Background: an optimization exercise with open tools, aiming at small area, a short achievable clock period and few clock cycles per item. Do not read the settings as production practice.
No run shown here included a check of the RTL's function; only the layout flow was run.
Power and IR drop assume default switching activity.

**design/flow/run.sh**
```bash
#!/bin/bash
# synth_recipe.tcl (not shown) runs the flow's synth.tcl, then flattens the netlist and writes it again
# the make line also repeats each setting of config.mk as NAME=value (left out here)
make -C /OpenROAD-flow-scripts/flow DESIGN_CONFIG=/design/flow/config.mk WORK_HOME=/design/flow/orfs CLKGATE_MAP_FILE= SYNTH_SCRIPT=/design/flow/synth_recipe.tcl finish
```
**design/flow/config.mk**
```make
export PLATFORM = sky130hd
export DESIGN_NAME = arena_bump_allocator_core
export DESIGN_NICKNAME = arena_bump_allocator_core
export VERILOG_FILES = /design/flow/design.v
export SDC_FILE = /design/flow/constraint.sdc
export NUM_CORES = 4
export LEC_CHECK = 0
export CAP_MARGIN = 20
export CORE_MARGIN = 2
export CORE_UTILIZATION = 40
export SETUP_SLACK_MARGIN = 3.5
export SLEW_MARGIN = 20
export TNS_END_PERCENT = 100
```
**design/flow/constraint.sdc**
```tcl
create_clock -name core_clock -period 9.0 [get_ports {clk}]
set_input_delay 1.8000 -clock core_clock [delete_from_list [all_inputs] [get_ports {clk}]]
set_output_delay 1.8000 -clock core_clock [all_outputs]
set_load 0.01 [all_outputs]
```
**design/flow/design.v**
```verilog
package abump_pkg;
  localparam int ARENA_MAX_BYTES = 1048576;
  localparam int FUNC_W      = 3;
  localparam int OFF_W       = 21;
  localparam int ADDR_W      = 32;
  localparam int ALIGN_LOG_W = 4;
  localparam int ALIGN_W     = 15;
  localparam int STATUS_W    = 2;
  localparam int KIND_W      = 3;
  localparam logic [OFF_W-1:0] ARENA_MAX = OFF_W'(ARENA_MAX_BYTES);
  localparam logic [FUNC_W-1:0] FN_ALLOC     = 3'd0;
  localparam logic [FUNC_W-1:0] FN_ALLOC_NZ  = 3'd1;
  localparam logic [FUNC_W-1:0] FN_FREE      = 3'd2;
  localparam logic [FUNC_W-1:0] FN_FREE_ALL  = 3'd3;
  localparam logic [FUNC_W-1:0] FN_RESIZE    = 3'd4;
  localparam logic [FUNC_W-1:0] FN_RESIZE_NZ = 3'd5;
  localparam logic [FUNC_W-1:0] FN_SNAPSHOT  = 3'd6;
  localparam logic [FUNC_W-1:0] FN_RESTORE   = 3'd7;
  localparam logic [STATUS_W-1:0] ST_OK      = 2'd0;
  localparam logic [STATUS_W-1:0] ST_NO_MEM  = 2'd1;
  localparam logic [STATUS_W-1:0] ST_BAD_OLD = 2'd2;
  localparam logic [STATUS_W-1:0] ST_NO_FREE = 2'd3;
  localparam logic [KIND_W-1:0] K_BUMP    = 3'd0;
  localparam logic [KIND_W-1:0] K_FREE    = 3'd1;
  localparam logic [KIND_W-1:0] K_CLEAR   = 3'd2;
  localparam logic [KIND_W-1:0] K_SNAP    = 3'd3;
  localparam logic [KIND_W-1:0] K_LOAD    = 3'd4;
  localparam logic [KIND_W-1:0] K_RESIZE  = 3'd5;
  localparam logic [KIND_W-1:0] K_BAD_OLD = 3'd6;
  typedef struct packed {
    logic [KIND_W-1:0]  kind;
    logic               zeroed;
    logic [OFF_W-1:0]   size;
    logic [ALIGN_W-1:0] align_mask;
    logic [OFF_W-1:0]   old_off;
    logic [OFF_W-1:0]   old_len;
    logic               old_aligned;
    logic [OFF_W-1:0]   snap_cur;
    logic [OFF_W-1:0]   snap_prev;
  } abump_req_t;
  typedef struct packed {
    logic [STATUS_W-1:0] status;
    logic [ADDR_W-1:0]   addr;
    logic [OFF_W-1:0]    copy_len;
    logic [OFF_W-1:0]    clr_off;
    logic [OFF_W-1:0]    clr_len;
    logic [OFF_W-1:0]    cur_off;
    logic [OFF_W-1:0]    prev_off;
  } abump_rsp_t;
  typedef struct packed {
    logic empty;
    logic full;
  } abump_qstat_t;
  function automatic [OFF_W-1:0] usable_len(input [OFF_W-1:0] arena_len);
    usable_len = (arena_len < ARENA_MAX) ? arena_len : ARENA_MAX;
  endfunction
endpackage
module abump_add #(parameter int W = 8) (
  input  logic [W-1:0] a,
  input  logic [W-1:0] b,
  input  logic         ci,
  output logic [W-1:0] s,
  output logic [W:0]   cy
);
  localparam int L = $clog2(W + 1);
  logic [L:0][W:0] g;
  logic [L:0][W:0] p;
  assign g[0][0] = ci;
  assign p[0][0] = 1'b0;
  for (genvar i = 0; i < W; i++) begin : g_pg
    assign g[0][i+1] = a[i] & b[i];
    assign p[0][i+1] = a[i] ^ b[i];
  end
  for (genvar l = 0; l < L; l++) begin : g_lvl
    for (genvar i = 0; i <= W; i++) begin : g_bit
      if ((i >> l) & 1) begin : g_join
        assign g[l+1][i] = g[l][i] | (p[l][i] & g[l][((i >> l) << l) - 1]);
        assign p[l+1][i] = p[l][i] & p[l][((i >> l) << l) - 1];
      end else begin : g_pass
        assign g[l+1][i] = g[l][i];
        assign p[l+1][i] = p[l][i];
      end
    end
  end
  for (genvar i = 0; i < W; i++) begin : g_sum
    assign s[i] = p[0][i+1] ^ g[L][i];
  end
  assign cy = g[L];
endmodule
module abump_csa #(parameter int W = 8) (
  input  logic [W-1:0] a,
  input  logic [W-1:0] b,
  input  logic [W-1:0] c,
  output logic [W-1:0] s,
  output logic [W-1:0] c2
);
  assign s  = a ^ b ^ c;
  assign c2 = (a & b) | (a & c) | (b & c);
endmodule
module arena_bump_allocator_core (
  input  logic                              clk,
  input  logic                              rst_n,
  input  logic                              cfg_valid,
  output logic                              cfg_ready,
  input  logic                              cfg_index,
  input  logic [abump_pkg::ADDR_W-1:0]      cfg_data,
  input  logic                              in_valid,
  output logic                              in_ready,
  input  logic [abump_pkg::FUNC_W-1:0]      in_func,
  input  logic [abump_pkg::OFF_W-1:0]       in_request_size,
  input  logic [abump_pkg::ALIGN_LOG_W-1:0] in_align_log2,
  input  logic [abump_pkg::ADDR_W-1:0]      in_old_address,
  input  logic [abump_pkg::OFF_W-1:0]       in_old_length,
  input  logic [abump_pkg::OFF_W-1:0]       in_snap_current,
  input  logic [abump_pkg::OFF_W-1:0]       in_snap_previous,
  output logic                              out_valid,
  input  logic                              out_ready,
  output logic [abump_pkg::STATUS_W-1:0]    out_status,
  output logic [abump_pkg::ADDR_W-1:0]      out_result_address,
  output logic [abump_pkg::OFF_W-1:0]       out_copy_length,
  output logic [abump_pkg::OFF_W-1:0]       out_clear_offset,
  output logic [abump_pkg::OFF_W-1:0]       out_clear_length,
  output logic [abump_pkg::OFF_W-1:0]       out_current_offset,
  output logic [abump_pkg::OFF_W-1:0]       out_previous_offset
);
  localparam int OW = abump_pkg::OFF_W;
  localparam int AW = abump_pkg::ALIGN_W;
  localparam int DW = abump_pkg::ADDR_W;
  logic [DW-1:0] base_r;
  logic [OW-1:0] usable_r;
  logic [OW-1:0] top_r, top_nxt;
  logic [OW-1:0] last_r, last_nxt;
  logic                           valid_r;
  logic [abump_pkg::STATUS_W-1:0] status_r, status_nxt;
  logic                           blk_r, blk_nxt;    
  logic                           clr_r, clr_nxt;    
  logic                           cip_r, cip_nxt;    
  logic                           mv_r, mv_nxt;      
  logic [OW-1:0]                  olen_r;
  logic          acc;
  logic [AW-1:0] mask;
  logic [AW-1:0] nb;         
  logic [AW:0]   gt;         
  logic          bump_inc;
  logic [OW:0]   run;        
  logic [OW:0]   boff;
  logic          bfit;
  logic          ip_fit;
  logic [DW-1:0] blk_addr;   
  logic          below;      
  logic          in_arena;     
  logic          zeroed;
  logic          no_old;
  logic          bad;
  logic          in_place;
  logic          do_bump;
  logic          grows;
  assign cfg_ready = 1'b1;
  assign in_ready  = !valid_r || out_ready;
  assign acc       = in_valid && in_ready;
  for (genvar j = 0; j < AW; j++) begin : g_mask
    assign mask[j] = (j < in_align_log2);
  end
  logic [AW-1:0] nb_r, nb_nxt;
  assign nb_nxt[0] = cfg_data[0];
  for (genvar j = 1; j < AW; j++) begin : g_nb
    assign nb_nxt[j] = cfg_data[j] ^ (|cfg_data[j-1:0]);
  end
  assign nb = nb_r;
  abump_add #(AW) u_gt (.a(top_r[AW-1:0]), .b(~nb), .ci(1'b0), .s(), .cy(gt));
  assign bump_inc = gt[in_align_log2];
  assign run[0] = 1'b1;
  for (genvar j = 1; j <= OW; j++) begin : g_run
    logic [j-1:0] bits;
    for (genvar i = 0; i < j; i++) begin : g_bit
      assign bits[i] = top_r[i] | ((i < AW) ? mask[i] : 1'b0);
    end
    assign run[j] = &bits;
  end
  for (genvar j = 0; j < OW; j++) begin : g_boff
    if (j < AW) begin : g_lo
      assign boff[j] = mask[j] ? nb[j] : (top_r[j] ^ (bump_inc & run[j]));
    end else begin : g_hi
      assign boff[j] = top_r[j] ^ (bump_inc & run[j]);
    end
  end
  assign boff[OW] = bump_inc & run[OW];
  logic          sel_ip;
  logic [OW:0]   xoff;
  logic [OW:0]   cand;
  assign sel_ip = (in_func[2:1] == 2'b10) && !no_old && in_place;
  assign xoff   = sel_ip ? {1'b0, last_r} : boff;
  abump_add #(OW+1) u_cand (.a(xoff), .b({1'b0, in_request_size}), .ci(1'b0), .s(cand), .cy());
  logic [OW-1:0] room;
  logic [OW:0]   room_cy;
  logic [OW+1:0] rf_cy;
  abump_add #(OW) u_room (.a(usable_r), .b(~in_request_size), .ci(1'b1), .s(room), .cy(room_cy));
  abump_add #(OW+1) u_rf (.a({1'b0, room}), .b(~xoff), .ci(1'b1), .s(), .cy(rf_cy));
  assign bfit   = room_cy[OW] && rf_cy[OW+1];
  assign ip_fit = bfit;
  abump_add #(DW) u_blk (.a(base_r), .b({11'b0, last_r}), .ci(1'b0), .s(blk_addr), .cy());
  logic [DW:0] bl_cy;
  abump_add #(DW) u_below (.a(in_old_address), .b(~base_r), .ci(1'b1), .s(), .cy(bl_cy));
  assign below = !bl_cy[DW];
  logic [DW+1:0] in_s, in_c, in_sum;
  abump_csa #(DW+2) u_in_csa (.a({2'b0, in_old_address}), .b(~{2'b0, base_r}),
                              .c(~{13'b0, usable_r}), .s(in_s), .c2(in_c));
  abump_add #(DW+2) u_in (.a(in_s), .b({in_c[DW:0], 1'b1}), .ci(1'b1), .s(in_sum), .cy());
  assign in_arena = in_sum[DW+1];
  logic [OW:0] gr_cy;
  abump_add #(OW) u_grows (.a(in_old_length), .b(~in_request_size), .ci(1'b1), .s(), .cy(gr_cy));
  assign grows = !gr_cy[OW];
  assign zeroed   = (in_func == abump_pkg::FN_ALLOC) || (in_func == abump_pkg::FN_RESIZE);
  assign no_old   = (in_old_address == '0) || (in_old_length == '0);
  assign bad      = below || !in_arena;
  logic [OW-1:0] ip_x, ip_p, ip_q, ip_e;
  assign ip_x = base_r[OW-1:0] ^ last_r;
  assign ip_p = ip_x ^ {base_r[OW-2:0] & last_r, 1'b0};   
  assign ip_q = ip_x ^ {base_r[OW-2:0] | last_r, 1'b0};   
  assign ip_e[0] = in_old_address[0] ^ ip_x[0];
  for (genvar i = 1; i < OW; i++) begin : g_ip
    assign ip_e[i] = in_old_address[i] ^ (in_old_address[i-1] ? ip_p[i] : ip_q[i]);
  end
  assign in_place = (ip_e == '0) && ((in_old_address[AW-1:0] & mask) == '0);
  always_comb begin
    status_nxt = abump_pkg::ST_OK;
    blk_nxt    = 1'b0;
    clr_nxt    = 1'b0;
    cip_nxt    = 1'b0;
    mv_nxt     = 1'b0;
    top_nxt    = top_r;
    last_nxt   = last_r;
    do_bump    = 1'b0;
    case (in_func)
      abump_pkg::FN_ALLOC, abump_pkg::FN_ALLOC_NZ: do_bump = 1'b1;
      abump_pkg::FN_FREE:     status_nxt = abump_pkg::ST_NO_FREE;
      abump_pkg::FN_FREE_ALL: begin
        top_nxt  = '0;
        last_nxt = '0;
      end
      abump_pkg::FN_RESIZE, abump_pkg::FN_RESIZE_NZ: begin
        if (no_old) begin
          do_bump = 1'b1;
        end else if (bad) begin
          status_nxt = abump_pkg::ST_BAD_OLD;
        end else if (in_place) begin
          if (ip_fit) begin
            top_nxt = cand[OW-1:0];
            blk_nxt = 1'b1;
            clr_nxt = grows && zeroed;
            cip_nxt = 1'b1;
          end else begin
            status_nxt = abump_pkg::ST_NO_MEM;
          end
        end else begin
          do_bump = 1'b1;
          mv_nxt  = 1'b1;
        end
      end
      abump_pkg::FN_SNAPSHOT: ;
      default: begin
        top_nxt  = in_snap_current;
        last_nxt = in_snap_previous;
      end
    endcase
    if (do_bump) begin
      if (bfit) begin
        blk_nxt  = 1'b1;
        clr_nxt  = zeroed;
        last_nxt = boff[OW-1:0];
        top_nxt  = cand[OW-1:0];
      end else begin
        status_nxt = abump_pkg::ST_NO_MEM;
        mv_nxt     = 1'b0;
      end
    end
  end
  always_ff @(posedge clk) begin
    if (!rst_n) begin
      base_r   <= '0;
      nb_r     <= '0;
      usable_r <= '0;
      top_r    <= '0;
      last_r   <= '0;
      valid_r  <= 1'b0;
    end else begin
      if (cfg_valid) begin
        if (cfg_index) usable_r <= abump_pkg::usable_len(cfg_data[OW-1:0]);
        else begin
          base_r <= cfg_data;
          nb_r   <= nb_nxt;
        end
      end
      if (acc) begin
        top_r  <= top_nxt;
        last_r <= last_nxt;
      end
      valid_r <= acc || (valid_r && !out_ready);
    end
  end
  always_ff @(posedge clk) begin
    if (acc) begin
      status_r <= status_nxt;
      blk_r    <= blk_nxt;
      clr_r    <= clr_nxt;
      cip_r    <= cip_nxt;
      mv_r     <= mv_nxt;
      olen_r   <= in_old_length;
    end
  end
  logic [OW-1:0] size_o;     
  logic [OW:0]   tail_o;     
  logic [OW-1:0] cstart_o;   
  abump_add #(OW) u_size (.a(top_r), .b(~last_r), .ci(1'b1), .s(size_o), .cy());
  logic [OW:0] tl_s, tl_c;
  abump_csa #(OW+1) u_tail_csa (.a({1'b0, top_r}), .b(~{1'b0, last_r}), .c(~{1'b0, olen_r}),
                                .s(tl_s), .c2(tl_c));
  abump_add #(OW+1) u_tail (.a(tl_s), .b({tl_c[OW-1:0], 1'b1}), .ci(1'b1), .s(tail_o), .cy());
  abump_add #(OW) u_cstart (.a(last_r), .b(olen_r), .ci(1'b0), .s(cstart_o), .cy());
  assign out_valid           = valid_r;
  assign out_status          = status_r;
  assign out_result_address  = blk_r ? blk_addr : '0;
  assign out_copy_length     = !mv_r ? '0 : (tail_o[OW] ? size_o : olen_r);
  assign out_clear_offset    = !clr_r ? '0 : (cip_r ? cstart_o : last_r);
  assign out_clear_length    = !clr_r ? '0 : (cip_r ? tail_o[OW-1:0] : size_o);
  assign out_current_offset  = top_r;
  assign out_previous_offset = last_r;
endmodule
```
==> results.ini, run 1 <==
[status]
status=timing/DRC/antenna clean

[die]
core_sq_um=47450
fp.dieW_um=222.7
io-pin-count=303
placementRows=80
die_h_um=222.7
start_util_pct=40.32
dieArea_sq_um=49600

[synthesis]
netlist_instances=2386
synthArstFlopShare_pct=0
yosysWarnings=1
synth_top_cell_by_area=ha_1
synth_most_common_cell=ha_1
ys.flop_type=dfxtp_1
yosysTopAreaCellShare_pct=19.36
ys_top_cells_by_count=ha_1 (296), nand2_1 (227), inv_1 (223), a21oi_1 (135), nor2_1 (122)
synth_cell_types=87
yosys-top-cells-area=ha_1 (19%), dfxtp_1 (12%), fa_1 (7.7%)
seq_area_frac_synth_pct=15.75
syn_avg_cell_area_sq_um=8.018
ys_seq_elements=137
synth_edf_count=27
syn_area_sq_um=19130
synth_nets=2917

[worst_hold_path]
hold_path_class=reg2reg
whs_endpoint=nb_r[10]
hold_depth=2
min_from=nb_r[10]

[critical_path]
start_kind=flip-flop
worstReg2RegStart=last_r[0]
worstPathRequired_ps=7200
worstPathCellList=clkinvlp_4 -> fa_2 -> ha_4 -> o211ai_1 -> a21o_1 -> a31oi_4 -> nor3_4 -> o31ai_4 -> o41a_1 -> a41o_1 -> o41a_1 -> buf_6 -> xnor2_4 -> buf_12 -> buf_8 -> mux2i_1 -> and2_1 -> buf_2
reg2reg_depth=33
reg2reg_to=top_r[13]
critPathBufInv=5
cpMaxStageDelayCell=fa_2
worstSetupEndpointType=primary output
reg2reg_slack_ps=2620
cpPeakStageDelay_ps=600
worstPathArrival_ps=4750
path_delay_family=compound AO/OA/AOI/OAI gates
path_common_cell=o41a_1
cp_max_fo=6
criticalPathCategory=reg2out

[sta]
fmax_ghz=0.1528
period_share_pct=72.73
slew_viol_final=0
relSlewSlack_pct=15.15
hold-worst-slack_ps=467.5
min_period_ps=6546
tightest_slew_ps=1273
hold_viol=0
clock_skew_ps=8.532
fin_tns_setup_ps=0
setup_slack_ps=2454
rsz0062_at_grt=yes
setup_viol=0

[clock_tree]
clock_latency_ps=470
htreeDepth=4
clk_pin_slew_ps=60
postCtsHoldBufs=0
cts.sinks=137
clock_path_buffers=2
cts_buffers=17
cts_tree=done
cts-root-buf=clkbuf_16

[finish]
multi_input_area_sq_um=16740
area_growth_pct=42.82
drive_gt1_share_pct=24.14
ff_latch_area_sq_um=3060
fin_cells=3507
n_fill_cell=4386
fin_nets=3409

[route]
drtPass1Iterations=6
wl_mm=81.72
wl_per_cell_um=23.30
drtAntennaViolNets=0
vias=20227
drc=0
drtIter0Drc=1872
vias_per_cell=5.768

[placement]
hpwl_mm=62.98
post-place-ws_ps=830.3
dp_cells=3290
gp_congestion=0.9415
numPortBuffers=301

[global_route]
grt_busiest_layer=met2
groute.layer.met2.usage_pct=52.86
use_met1_pct=43.44
grt_pass1_vias=19978
antenna_found_initial=1
grt.total_usage_pct=31.96
gr-usage-met3_pct=3.967
grt_max_degree=62
grt_pass1_wl_mm=120.1
gr-total-overflow=0

[power]
max-vdd-ir-drop_uv=151.5
p_leak_nw=11.85
powerDensity_nw_per_um2=102.3
finalPower_mw=2.795

[job]
maxCapViolations=0

worst max path at each step:
stage               slack [ps]             endpoint  cells after the start              from
floorplan                 2730           last_r[18]                     26  in_align_log2[1]
global placement           900             top_r[4]                     25  in_align_log2[2]
detailed placement         830             top_r[4]                     25  in_align_log2[2]
CTS                       2540  out_copy_length[13]                     18         olen_r[1]
global route              2320            top_r[13]                     31  in_align_log2[1]
finish                    2450  out_copy_length[13]                     18         last_r[2]
logic make-up after synthesis:
| family | after synthesis | share of synthesized area (%) |
|---|---|---|
| multiplexers | 44 | 2.367 |
| other | 1 | 0.01960 |
| buffers and inverters | 324 | 6.533 |
| adder cells (fa/ha/maj) | 371 | 27.15 |
| AO/OA/AOI/OAI | 602 | 21.14 |
| XOR/XNOR | 154 | 7.122 |
| flip-flops | 137 | 15.75 |
| AND/OR/NAND/NOR | 753 | 19.92 |
area by class of cell:
type | instances | share of cell area (%)
multi-input cells | 1926 | 61.26
flip-flops and latches | 137 | 11.20
clock inverters | 9 | 0.2656
well taps | 615 | 2.816
repair buffers | 572 | 19.47
diodes | 1 | 0.009158
clock buffers | 23 | 1.754
inverters | 224 | 3.228
placed cells by master, fill, tap and decap left out, drive strengths merged, types with 52 or more instances in the layout:
cell           netlist  routed
fa                  74      74
nand2              227     227
nor2               122     122
xnor2              101     102
nor2b               78      78
dfxtp              110     110
o21ai              120     120
and2                64      64
inv                223     218
ha                 296     296
a21oi              136     136
xor2                52      52
clkdlybuf4s50        0     175
buf                 18     326
metal layers:
| layer | wire length [um] | vias to the layer above |
|---|---|---|
| met3 | 5488 | 134 |
| met1 | 36220 | 9926 |
| met5 | 0 | - |
| li1 | - | 9371 |
| met4 | 2541 | 0 |
| met2 | 37470 | 796 |
state kept, by name (all words and copies together), names as in the netlist:
signal    count
clr_r         1
blk_r         1
mv_r          1
valid_r       1
olen_r       21
cip_r         1
nb_r         15
top_r        21
status_r      2
usable_r     21
base_r       31
last_r       21
report_power, final:
part / switching, mW / internal [mW]
registers: 0.0349 / 0.650
clock network: 0.300 / 0.399
logic: 0.738 / 0.673
worst min-delay path, cell delays in order (launching register included):
cell and delay, ps:
dfxtp_1 310, nand2_1 50, a21boi_0 60
repair_timing:
action                                 4_1_cts  5_1_grt
pin swaps                                  126      118
gates resized for setup                    557      216
setup endpoints to repair                  115      115
gates cloned                                 6        0
buffers inserted                           122       56
endpoints found under the hold margin        0        0
per-stage QoR:
stage | cell area (sq um) | utilization, %
floorplan | 19520 | -
global placement | 23500 | 49.52
detailed placement | 23500 | 49.52
CTS | 26240 | 55.30
global route | 27320 | 57.59
finish | 27330 | 57.59
==> inputs of run 2 (changes only) <==
--- a/design/flow/config.mk
+++ b/design/flow/config.mk
@@ -8,6 +8,6 @@
 export CAP_MARGIN = 20
 export CORE_MARGIN = 2
 export CORE_UTILIZATION = 40
-export SETUP_SLACK_MARGIN = 3.5
+export SETUP_SLACK_MARGIN = 4.5
 export SLEW_MARGIN = 20
 export TNS_END_PERCENT = 100
==> results.ini, run 2 <==
[status]
status=timing/DRC/antenna clean

[die]
start_util_pct=40.32  ; unchanged
dieArea_sq_um=49600  ; unchanged
placementRows=80  ; unchanged
core_sq_um=47450  ; unchanged
die_h_um=222.7  ; unchanged
io-pin-count=303  ; unchanged
fp.dieW_um=222.7  ; unchanged

[critical_path]
cp.depth=18  ; unchanged
cpMaxStageDelayCell=fa_2
worstPathArrival_ps=4790  ; +40 ps
path_delay_family=compound AO/OA/AOI/OAI gates
criticalPathCategory=reg2out
cp_max_fo=4  ; -2
critPathBufInv=5  ; unchanged
reg2reg_depth=35  ; +6.1%
worstPathCellList=clkinvlp_4 -> fa_2 -> ha_1 -> a21o_1 -> nor3_2 -> a31oi_4 -> nor3_4 -> o31ai_4 -> o41a_1 -> a41o_1 -> o41a_4 -> xnor2_4 -> buf_12 -> buf_6 -> buf_6 -> mux2i_2 -> and2_1 -> buf_2
worstReg2RegStart=last_r[4]
start_kind=flip-flop
worstSetupEndpointType=primary output
cp-startpoint=last_r[6]
cpPeakStageDelay_ps=440  ; -160 ps
path_common_cell=buf_6
worstPathRequired_ps=7200  ; about the same

[synthesis]
syn_avg_cell_area_sq_um=8.018  ; unchanged
yosys-top-cells-area=ha_1 (19%), dfxtp_1 (12%), fa_1 (7.7%)
seq_area_frac_synth_pct=15.75  ; unchanged
netlist_instances=2386  ; unchanged
synth_nets=2917  ; unchanged
ys_seq_elements=137  ; unchanged
synth_top_cell_by_area=ha_1
synth_most_common_cell=ha_1
synthArstFlopShare_pct=0  ; unchanged
yosysWarnings=1  ; unchanged
ys.flop_type=dfxtp_1
ys_top_cells_by_count=ha_1 (296), nand2_1 (227), inv_1 (223), a21oi_1 (135), nor2_1 (122)
synth_edf_count=27  ; unchanged
syn_area_sq_um=19130  ; unchanged
yosysTopAreaCellShare_pct=19.36  ; unchanged
synth_cell_types=87  ; unchanged

[placement]
numPortBuffers=301  ; unchanged
hpwl_mm=62.13  ; -1.3%
gp_congestion=0.9721  ; +3.3%
dp_cells=3261  ; -0.88%

[sta]
slew_viol_final=0  ; unchanged
fmax_ghz=0.1519  ; -0.59%
fin_tns_setup_ps=0  ; unchanged
rsz0062_at_grt=yes
clock_skew_ps=15.72  ; +7.190 ps
relSlewSlack_pct=11.23  ; -3.9 points
hold_viol=0  ; unchanged
period_share_pct=73.17  ; +0.43 points
min_period_ps=6585  ; +38.98 ps
hold-worst-slack_ps=475.7  ; +8.275 ps
tightest_slew_ps=1332  ; +58.88 ps
setup_viol=0  ; unchanged

[worst_hold_path]
min_from=nb_r[9]
hold_depth=2  ; unchanged
hold_path_class=reg2reg

[clock_tree]
cts_buffers=17  ; unchanged
postCtsHoldBufs=0  ; unchanged
clock_path_buffers=2  ; unchanged
cts_tree=done
cts.sinks=137  ; unchanged
htreeDepth=4  ; unchanged
clk_pin_slew_ps=60  ; about the same
clock_latency_ps=480  ; about the same
cts-root-buf=clkbuf_16

[global_route]
antenna_found_initial=0  ; -1
grt_pass1_vias=20448  ; +2.4%
grt_max_degree=88  ; +42%
grt.total_usage_pct=33.05  ; +1.1 points
gr-total-overflow=0  ; unchanged
grt_pass1_wl_mm=123.9  ; +3.2%

[finish]
largest_reg_flops=31  ; unchanged
area_growth_pct=48.04
fin_cells=3526  ; +0.54%
final_cell_mix=ha_1 (267), nand2_1 (210), inv_1 (193)
drive_gt1_share_pct=29.68  ; +5.5 points
fin_nets=3429  ; +0.59%
final_common_cell=ha_1
top_register=base_r
diodes=0  ; -1

[power]
p_sw_share_pct=39.07  ; +0.66 points
p_leak_nw=12.11  ; +2.2%
p_comb_share_pct=52.4  ; +1.9 points
max-vdd-ir-drop_uv=152.5  ; +0.66%
p_clk_share_pct=23.7  ; -1.3 points
pwr-share-seq_pct=23.9  ; -0.6 points
internal_power_mw=1.747  ; +1.5%
powerDensity_nw_per_um2=101.2  ; -1.0%
switching_power_mw=1.120  ; +4.4%

[job]
maxCapViolations=0  ; unchanged

[route]
drtPass1Iterations=5  ; -1
drtAntennaViolNets=0  ; unchanged
wl_per_cell_um=23.97  ; +2.9%
vias=20517  ; +1.4%
vias_per_cell=5.819  ; +0.89%
wl_mm=84.52  ; +3.4%
drc=0  ; unchanged
drtIter0Drc=1665  ; -11%

## run 2: final timing paths
path	end	slack [ps]
max	out_copy_length[2]	2410
min	nb_r[9]	480
max reg2reg	last_r[0]	2580
min reg2reg	nb_r[9]	480
## run 2: cells by family after synthesis
group	count (synthesis)	share of synthesized area [%]
and+or+nand+nor	753	19.92
AOI/OAI and AO/OA	602	21.14
adders and majority gates	371	27.15
buffers and inverters	324	6.533
xor gates and xnor gates	154	7.122
DFF	137	15.75
muxes	44	2.367
other	1	0.01960
## run 2: timing repair
item,in CTS,in global routing
resized for setup,852,226
endpoints found under the hold margin,0,0
setup buffers,163,56
setup endpoints to repair,137,138
pin swaps,197,126
gates cloned,14,0
## run 2: layout make-up
class | count | area [sq um]
multi-input combinational | 1926 | 17400
fill | 4210 | 19120
sequential | 137 | 3070
timing repair buffer | 592 | 5659
inverter | 224 | 895.9
tap | 615 | 769.5
clock buffer | 22 | 454.2
clock inverter | 10 | 77.57
## run 2: per-layer routing
layer | global-route usage, % | routed length, um | vias up
met5 | 0 | 0 | -
met4 | 14.01 | 3692 | 0
met3 | 5.620 | 6622 | 185
met2 | 52.78 | 37990 | 928
met1 | 44.02 | 36210 | 9999
li1 | - | - | 9405
## run 2: tightest hold or removal path, stage by stage (launching register included)
cell      delay [ps]
dfxtp_1          310
nand2_1           50
a21boi_0          60
## run 2: per-stage QoR
step / util (%) / setup WS, ps / total power, mW / instance area (sq um)
final: 59.70 / 2415 / 2.867 / 28320
after global placement: 49.37 / 874.1 / 1.795 / 23430
after detailed placement: 49.40 / 788.5 / 1.810 / 23440
after CTS: 56.81 / 2502 / 2.724 / 26950
after floorplan: - / 2729 / 1.394 / 19660
after global routing: 59.70 / 2267 / 3.002 / 28320
## run 2: power groups by stage
stage	clock network [mW]	registers [mW]	logic, mW
after global routing	0.706	0.688	1.61
after detailed placement	0	0.702	1.11
after CTS	0.682	0.684	1.36
after floorplan	0	0.690	0.704
final	0.681	0.685	1.50
after global placement	0	0.701	1.09
==> inputs of run 3 (changes only) <==
--- a/design/flow/design.v
+++ b/design/flow/design.v
@@ -144,7 +144,10 @@
   logic          bump_inc;
   logic [OW:0]   run;        
   logic [OW:0]   boff;
+  logic [OW+1:0] bend;
   logic          bfit;
+  logic [OW-1:0] ip_top;
+  logic          ip_top_c;
   logic          ip_fit;
   logic [DW-1:0] blk_addr;   
   logic          below;      
@@ -153,20 +156,18 @@
   logic          no_old;
   logic          bad;
   logic          in_place;
-  logic          do_bump;
   logic          grows;
+  logic          do_bump;
   assign cfg_ready = 1'b1;
   assign in_ready  = !valid_r || out_ready;
   assign acc       = in_valid && in_ready;
   for (genvar j = 0; j < AW; j++) begin : g_mask
     assign mask[j] = (j < in_align_log2);
   end
-  logic [AW-1:0] nb_r, nb_nxt;
-  assign nb_nxt[0] = cfg_data[0];
+  assign nb[0] = base_r[0];
   for (genvar j = 1; j < AW; j++) begin : g_nb
-    assign nb_nxt[j] = cfg_data[j] ^ (|cfg_data[j-1:0]);
+    assign nb[j] = base_r[j] ^ (|base_r[j-1:0]);
   end
-  assign nb = nb_r;
   abump_add #(AW) u_gt (.a(top_r[AW-1:0]), .b(~nb), .ci(1'b0), .s(), .cy(gt));
   assign bump_inc = gt[in_align_log2];
   assign run[0] = 1'b1;
@@ -185,19 +186,20 @@
     end
   end
   assign boff[OW] = bump_inc & run[OW];
-  logic          sel_ip;
-  logic [OW:0]   xoff;
-  logic [OW:0]   cand;
-  assign sel_ip = (in_func[2:1] == 2'b10) && !no_old && in_place;
-  assign xoff   = sel_ip ? {1'b0, last_r} : boff;
-  abump_add #(OW+1) u_cand (.a(xoff), .b({1'b0, in_request_size}), .ci(1'b0), .s(cand), .cy());
-  logic [OW-1:0] room;
-  logic [OW:0]   room_cy;
-  logic [OW+1:0] rf_cy;
-  abump_add #(OW) u_room (.a(usable_r), .b(~in_request_size), .ci(1'b1), .s(room), .cy(room_cy));
-  abump_add #(OW+1) u_rf (.a({1'b0, room}), .b(~xoff), .ci(1'b1), .s(), .cy(rf_cy));
-  assign bfit   = room_cy[OW] && rf_cy[OW+1];
-  assign ip_fit = bfit;
+  abump_add #(OW+1) u_bend (.a(boff), .b({1'b0, in_request_size}), .ci(1'b0),
+                            .s(bend[OW:0]), .cy());
+  assign bend[OW+1] = 1'b0;
+  logic [OW+2:0] bf_s, bf_c, bf_sum;
+  abump_csa #(OW+3) u_bf_csa (.a({2'b0, usable_r}), .b(~{1'b0, boff}),
+                              .c(~{2'b0, in_request_size}), .s(bf_s), .c2(bf_c));
+  abump_add #(OW+3) u_bf (.a(bf_s), .b({bf_c[OW+1:0], 1'b1}), .ci(1'b1), .s(bf_sum), .cy());
+  assign bfit = !bf_sum[OW+2];
+  abump_add #(OW) u_ip (.a(last_r), .b(in_request_size), .ci(1'b0), .s(ip_top), .cy());
+  logic [OW+1:0] ipf_s, ipf_c, ipf_sum;
+  abump_csa #(OW+2) u_ipf_csa (.a({1'b0, usable_r}), .b(~{1'b0, last_r}),
+                               .c(~{1'b0, in_request_size}), .s(ipf_s), .c2(ipf_c));
+  abump_add #(OW+2) u_ipf (.a(ipf_s), .b({ipf_c[OW:0], 1'b1}), .ci(1'b1), .s(ipf_sum), .cy());
+  assign ip_fit = !ipf_sum[OW+1];
   abump_add #(DW) u_blk (.a(base_r), .b({11'b0, last_r}), .ci(1'b0), .s(blk_addr), .cy());
   logic [DW:0] bl_cy;
   abump_add #(DW) u_below (.a(in_old_address), .b(~base_r), .ci(1'b1), .s(), .cy(bl_cy));
@@ -213,15 +215,8 @@
   assign zeroed   = (in_func == abump_pkg::FN_ALLOC) || (in_func == abump_pkg::FN_RESIZE);
   assign no_old   = (in_old_address == '0) || (in_old_length == '0);
   assign bad      = below || !in_arena;
-  logic [OW-1:0] ip_x, ip_p, ip_q, ip_e;
-  assign ip_x = base_r[OW-1:0] ^ last_r;
-  assign ip_p = ip_x ^ {base_r[OW-2:0] & last_r, 1'b0};   
-  assign ip_q = ip_x ^ {base_r[OW-2:0] | last_r, 1'b0};   
-  assign ip_e[0] = in_old_address[0] ^ ip_x[0];
-  for (genvar i = 1; i < OW; i++) begin : g_ip
-    assign ip_e[i] = in_old_address[i] ^ (in_old_address[i-1] ? ip_p[i] : ip_q[i]);
-  end
-  assign in_place = (ip_e == '0) && ((in_old_address[AW-1:0] & mask) == '0);
+  assign in_place = (in_old_address[OW-1:0] == blk_addr[OW-1:0]) &&
+                    ((in_old_address[AW-1:0] & mask) == '0);
   always_comb begin
     status_nxt = abump_pkg::ST_OK;
     blk_nxt    = 1'b0;
@@ -245,7 +240,7 @@
           status_nxt = abump_pkg::ST_BAD_OLD;
         end else if (in_place) begin
           if (ip_fit) begin
-            top_nxt = cand[OW-1:0];
+            top_nxt = ip_top;
             blk_nxt = 1'b1;
             clr_nxt = grows && zeroed;
             cip_nxt = 1'b1;
@@ -268,7 +263,7 @@
         blk_nxt  = 1'b1;
         clr_nxt  = zeroed;
         last_nxt = boff[OW-1:0];
-        top_nxt  = cand[OW-1:0];
+        top_nxt  = bend[OW-1:0];
       end else begin
         status_nxt = abump_pkg::ST_NO_MEM;
         mv_nxt     = 1'b0;
@@ -278,7 +273,6 @@
   always_ff @(posedge clk) begin
     if (!rst_n) begin
       base_r   <= '0;
-      nb_r     <= '0;
       usable_r <= '0;
       top_r    <= '0;
       last_r   <= '0;
@@ -286,10 +280,7 @@
     end else begin
       if (cfg_valid) begin
         if (cfg_index) usable_r <= abump_pkg::usable_len(cfg_data[OW-1:0]);
-        else begin
-          base_r <= cfg_data;
-          nb_r   <= nb_nxt;
-        end
+        else           base_r   <= cfg_data;
       end
       if (acc) begin
         top_r  <= top_nxt;
--- a/design/flow/config.mk
+++ b/design/flow/config.mk
@@ -8,6 +8,4 @@
 export CAP_MARGIN = 20
 export CORE_MARGIN = 2
 export CORE_UTILIZATION = 40
-export SETUP_SLACK_MARGIN = 4.5
 export SLEW_MARGIN = 20
-export TNS_END_PERCENT = 100
==> results.ini, run 3 <==
[status]
status=timing/DRC/antenna clean

[clock_tree]
clk_pin_slew_ps=70  ; about the same
cts-root-buf=clkbuf_16
clock_path_buffers=2  ; unchanged
postCtsHoldBufs=0  ; unchanged
cts_tree=done
cts.sinks=123  ; -10%
cts_setup_buffers=0  ; -100%
clock_latency_ps=440  ; -40 ps
htreeDepth=4  ; unchanged
cts_resized=0  ; -100%
cts_buffers=17  ; unchanged

[global_route]
gr-total-overflow=0  ; unchanged
grt.total_usage_pct=30.10  ; -3.0 points
grt_max_degree=70  ; -20%
grt_pass1_wl_mm=120.7  ; -2.6%
antenna_found_initial=3  ; +3
grt_pass1_vias=19840  ; -3.0%

[critical_path]
cpPeakStageDelay_ps=580  ; +140 ps
reg2reg_depth=33  ; -5.7%
reg2reg_slack_ps=630  ; -1950 ps
cpMaxStageDelayCell=clkdlybuf4s50_1
criticalPathCategory=in2reg
cp-startpoint=in_align_log2[0]
worstReg2RegStart=base_r[1]
start_kind=input pin
crit_end=last_r[1]
reg2reg_to=last_r[1]
worstPathArrival_ps=8710  ; +3920 ps
cp_max_fo=29  ; +25
worstPathRequired_ps=9330  ; +2130 ps
path_common_cell=buf_4
worstSetupEndpointType=flip-flop

[sta]
period_share_pct=93.10  ; +20 points
setup_viol=0  ; unchanged
rsz0062_at_grt=no
setup_slack_ps=620.9  ; -1794 ps
min_period_ps=8379  ; +1794 ps
slew_viol_final=0  ; unchanged
fmax_ghz=0.1193  ; -21%
fin_tns_setup_ps=0  ; unchanged
relSlewSlack_pct=24.28  ; +13 points
hold_viol=0  ; unchanged
tightest_slew_ps=1136  ; -195.8 ps
clock_skew_ps=11.11  ; -4.612 ps

[die]
io-pin-count=303  ; unchanged
core_sq_um=49860  ; +5.1%
fp.dieW_um=227.9  ; +2.3%
start_util_pct=40.20  ; -0.12 points
dieArea_sq_um=51920  ; +4.7%
placementRows=82  ; +2.5%
die_h_um=227.9  ; +2.3%

[finish]
fin_nets=3320  ; -3.2%
finalCoreUtilization_pct=49.24  ; -10 points
final_cell_mix=ha_1 (324), clkdlybuf4s50_1 (300), inv_1 (246)
top_register=base_r
final_area_sq_um=24550  ; -13%
area_growth_pct=22.48
n_fill_cell=4907  ; +17%
final_common_cell=ha_1
fin_cells=3424  ; -2.9%
drive_gt1_share_pct=5.164  ; -25 points
largest_reg_flops=32  ; +3.2%

[worst_hold_path]
hold_path_class=reg2reg

[synthesis]
yosys-top-cells-area=ha_1 (20%), fa_1 (9.8%), dfxtp_1 (9.6%)
synth_most_common_cell=ha_1
synth_edf_count=27  ; unchanged
synth_cell_types=102  ; +17%
syn_avg_cell_area_sq_um=8.145  ; +1.6%
syn_area_sq_um=20050  ; +4.8%
yosysTopAreaCellShare_pct=20.22  ; +0.87 points
synth_top_cell_by_area=ha_1
synth_nets=3044  ; +4.4%
ys_seq_elements=123  ; -10%
seq_area_frac_synth_pct=13.63  ; -2.1 points
netlist_instances=2461  ; +3.1%
ys.flop_type=dfxtp_1
yosysWarnings=7  ; +6
ys_top_cells_by_count=ha_1 (324), inv_1 (247), nand2_1 (191), a21oi_1 (182), nor2_1 (127)
synthArstFlopShare_pct=0  ; unchanged

[job]
maxCapViolations=0  ; unchanged

[route]
drtIter0Drc=1822  ; +9.4%
drtAntennaViolNets=0  ; unchanged
drtPass1Iterations=6  ; +1
drc=0  ; unchanged
wl_mm=80.36  ; -4.9%
wl_per_cell_um=23.47  ; -2.1%
vias=20126  ; -1.9%
vias_per_cell=5.878  ; +1.0%

[power]
powerDensity_nw_per_um2=122.3  ; +21%
p_leak_nw=10.39  ; -14%
max-vdd-ir-drop_uv=134.2  ; -12%

[placement]
hpwl_mm=66.00  ; +6.2%
post-place-ws_ps=263.0  ; -525.4 ps
gp_congestion=0.9538  ; -1.9%
place_area_sq_um=23910  ; +2.0%
numPortBuffers=301  ; unchanged
dp_cells=3389  ; +3.9%

## run 3: cell types whose count changed in the layout (fill, tap and decap cells not counted), sizes merged, moves of 24 or more
cell and delta:
buf -329, clkdlybuf4s50 +146, a21boi -46, a21oi +46, nand2 -36, inv +30
o21ai -29, ha +28, nand3 +28, nor2b -28, o211ai +26, dlygate4sd2 -25
fa +24
## run 3: area by class of cell
type,instances,area (sq um),share of cell area (%)
antenna,2,5.005,0.02038
clock buffer,25,485.5,1.977
clock inverter,7,138.9,0.5657
inverter,248,930.9,3.791
multi-input combinational,1991,15980,65.08
sequential,123,2733,11.13
tap,672,840.8,3.425
timing repair buffer,356,3441,14.01
## run 3: worst max-delay path: cells and delay by family
kind                     cells  cell delay [ps]
AO/OA/AOI/OAI               16             3810
XOR/XNOR                     1              170
adder cells (fa/ha/maj)      1              290
buffers and inverters        5             1640
AND/OR/NAND/NOR              4              960
## run 3: cells by family after synthesis
kind of cell    Yosys count  synth area share [%]
flops                   123                 13.63
simple gates            765                 20.01
other cells               1               0.01871
mux                      39                 2.004
fa+ha+maj               426                 30.21
xor+xnor                133                 6.036
buf+inv                 347                 6.810
compound gates          627                 21.28
## run 3: worst min-delay path by stage
stage	start	to	depth (start not counted)	slack (ps)
global placement	usable_r[20]	usable_r[20]	2	450
finish	usable_r[20]	usable_r[20]	2	460
global route	usable_r[20]	usable_r[20]	2	500
floorplan	usable_r[20]	usable_r[20]	2	440
detailed placement	usable_r[20]	usable_r[20]	2	460
CTS	usable_r[20]	usable_r[20]	2	470
## run 3: per-layer routing
layer,wire (um),GRT usage [%]
met5,0,0
met4,2460,9.743
met3,5033,3.762
met2,36690,49.47
met1,36180,40.96
## run 3: where the power goes
group / internal (mW) / switching [mW]
Sequential: 0.594 / 0.0622
Combinational: 0.714 / 0.861
Clock: 0.486 / 0.287
## run 3: through the flow
stage	power (mW)	hold slack (ps)
floorplan	1.646	436.3
global placement	2.198	451.0
detailed placement	2.219	457.2
CTS	2.998	466.8
global route	3.188	499.1
finish	3.004	463.2

==> afterwards: timing with drivers on the ports <==
The flow's constraints put no driver on any port. The routed layouts listed below were extracted and timed again, unchanged, in two steps.
Step 1 sets driving cells, clkbuf_16 on the clock port and buf_2 on the other inputs (assumed; they add their load-dependent delay and slew).
Step 2 moves the port delays by t, midway between the first and last clock arrival at a register: inputs arrive t later, outputs are due t later. That takes back most of the time a late clock gives input paths.
a / b / c = no drivers / after step 1 / after step 2; a / b = the first two.
run | shift t [ns] | setup slack, ns | worst data-port slew with drivers (ns) | cell pins on the clock port's net
run 1 | 0.522 | 2.454 / 2.400 / 2.014 | 0.06 | 1
run 2 | 0.528 | 2.415 / 2.360 / 2.012 | 0.08 | 1
run 3 | 0.490 | 0.621 / 0.626 / 0.159 | 0.10 | 1
After both steps every run listed still meets setup and hold. For run 3, which loses most, drivers alone change the setup slack by +0.005 ns; drivers and shift together by -0.462 ns.
